Context: an optimization exercise on an open-source flow, tuned for small area. The choices shown serve that exercise and are no tape-out recipe. Power and IR drop assume default switching activity.

## build 87
// snake_top
module snake_top (
	input logic clk,
	input logic reset,
	input logic arrow_up,
	input logic arrow_down,
	input logic arrow_left,
	input logic arrow_right,
	output logic [7:0] led_segout,
	output logic [2:0] led_scanout,
	output logic [7:0] matrix_segout_r,
	output logic [7:0] matrix_segout_g,
	output logic [7:0] matrix_scanout
);
For scale: about 1,100 cells after synthesis, roughly 250 flip-flops, about 41 I/O pins.
export LEC_CHECK = 0
export ABC_AREA = 1
export CAP_MARGIN = 20
export CORE_MARGIN = 2
export CORE_UTILIZATION = 40
export CTS_BUF_LIST = sky130_fd_sc_hd__clkbuf_4
export SLEW_MARGIN = 20
create_clock -name core_clock -period 20.0 [get_ports {clk}]
run.sh (not shown) runs the stock make flow with config.mk's settings and CLKGATE_MAP_FILE= SYNTH_SCRIPT=/design/flow/synth_recipe.tcl, a recipe that flattens the netlist after the stock synthesis.
Build 87 did not stop at any stage, and its layout met the timing, design-rule and antenna checks.
What build 34 does differently from build 87 at the input level:
# build 87
export LEC_CHECK = 0
export ABC_AREA = 1
export CAP_MARGIN = 20
export CORE_MARGIN = 2
export CORE_UTILIZATION = 40
export CTS_BUF_LIST = sky130_fd_sc_hd__clkbuf_4
export SLEW_MARGIN = 20
create_clock -name core_clock -period 20.0 [get_ports {clk}]
# build 34
export LEC_CHECK = 0
export ABC_AREA = 1
export CAP_MARGIN = 20
export CORE_MARGIN = 2
export CORE_UTILIZATION = 60
export CTS_BUF_LIST = sky130_fd_sc_hd__clkbuf_16
export CTS_CLUSTER_DIAMETER = 100
export CTS_CLUSTER_SIZE = 30
export SLEW_MARGIN = 20
create_clock -name core_clock -period 20.0 [get_ports {clk}]
## What came out
Build 34 did not stop at any stage, and its layout met the timing, design-rule and antenna checks.
Compared with build 87, in build 34 share of synthesized area occupied by flip-flops and latches was more or less identical; amount of wire on met3 after detailed routing went down by about 1.2%.
Relative to build 87, build 34 improves area of the die.
Run comparison: build 87 capture point of the worst path matrix_segout_r[0]; build 34 capture point of the worst path matrix_segout_r[4]
Compared to build 87, the router laid down less metal wire for build 34.
Number of antenna violations at the first check in global routing (build 34 over build 87): decrease, 1
Build 34: final worst slack 0.16 ns above build 87
Between build 87 and build 34, the met3 routing resource usage after global routing is higher for build 87.
Build 34 has area added between synthesis and finish below what build 87 had.
Comparing build 87 and build 34, the higher design area was measured on build 87.
--- input diff build 34..build 31 ---
# build 34
export LEC_CHECK = 0
export ABC_AREA = 1
export CAP_MARGIN = 20
export CORE_MARGIN = 2
export CORE_UTILIZATION = 60
export CTS_BUF_LIST = sky130_fd_sc_hd__clkbuf_16
export CTS_CLUSTER_DIAMETER = 100
export CTS_CLUSTER_SIZE = 30
export SLEW_MARGIN = 20
create_clock -name core_clock -period 20.0 [get_ports {clk}]
# build 31
export LEC_CHECK = 0
export ABC_AREA = 1
export CAP_MARGIN = 20
export CORE_MARGIN = 2
export CORE_UTILIZATION = 40
export SLEW_MARGIN = 20
create_clock -name core_clock -period 20.0 [get_ports {clk}]
==> comparison <==
Build 34 -> build 31: count of mapped cells out of synthesis delta 0, exact match. Comparing build 31 and build 34, leakage power total is lower on build 34. Worst reg2reg path depth: build 31 and build 34 compared, higher one is build 31. Of build 31 and build 34, the higher share of the final layout cell area in multi-input gates belongs to build 34. The higher power of build 31 and build 34 is in build 31. The setup slack of build 31 is smaller than that of build 34. Against build 34, build 31 comes in about 3% higher on routed wire length. The final reports for build 31 and build 34 show register-to-register slack higher in the former. Having completed the whole flow, build 31 delivered a layout that passed the timing, design-rule and antenna checks. In build 31 relative to build 34, wire length the detailed router placed on met1 had gone up by a few percent.
diff inputs: build 31 => build 49
# build 31
export LEC_CHECK = 0
export ABC_AREA = 1
export CAP_MARGIN = 20
export CORE_MARGIN = 2
export CORE_UTILIZATION = 40
export SLEW_MARGIN = 20
create_clock -name core_clock -period 20.0 [get_ports {clk}]
# build 49
export LEC_CHECK = 0
export ABC_AREA = 1
export CAP_MARGIN = 20
export CORE_MARGIN = 2
export CORE_UTILIZATION = 70
export PLACE_DENSITY = 0.8
export SLEW_MARGIN = 20
create_clock -name core_clock -period 20.0 [get_ports {clk}]
==> summary.txt <==
Taking build 31 as the reference point, the total cell area at the placement stage of build 49 falls by about 2%.
Re critical path depth: build 49 and build 31 aren't equal, and the lower value belongs to build 49.
Fraction of standard cell area in multi-input logic: build 49 vs build 31 up 0.63 points
Compared to build 31, build 49 shows a narrower setup margin.
Build 49 against build 31: basic-gate share of the synthesized area counting and, or, nand and nor cells barely changed, non-clock buffer count dropped about 7%.
Number of standard cells in the final layout excluding fillers was lower in the run labelled build 49.
No run of this note included a check of the RTL's function; only the layout flow was run.

## port drivers added, routing unchanged
How much do the figures lean on ideal ports? The routed layouts below were timed once more, with nothing changed but the port constraints.
Step 1 assumes that a clkbuf_16 drives the clock port and a buf_2 every other input.
Step 2 times the ports against the registers' clock, not the clock port: input delays grow and output delays shrink by t, the midpoint of the rising clock arrivals with the driver on.
a / b / c = ideal / step 1 / step 2; a / b = the first two.
| run | shift t [ns] | slack for setup (ns) | latest minus earliest clock arrival (ns) | slew at the worst register clock pin (ns) |
|---|---|---|---|---|
| build 87 | 0.707 | 12.647 / 12.606 / 13.313 | 0.059 / 0.059 | 0.08 / 0.08 |
| build 34 | 0.517 | 12.809 / 12.768 / 13.285 | 0.026 / 0.026 | 0.12 / 0.12 |
| build 31 | 0.573 | 12.788 / 12.742 / 13.314 | 0.013 / 0.013 | 0.07 / 0.07 |
| build 49 | 0.561 | 12.782 / 12.737 / 13.299 | 0.017 / 0.017 | 0.07 / 0.07 |
After both steps every run listed still meets setup and hold.
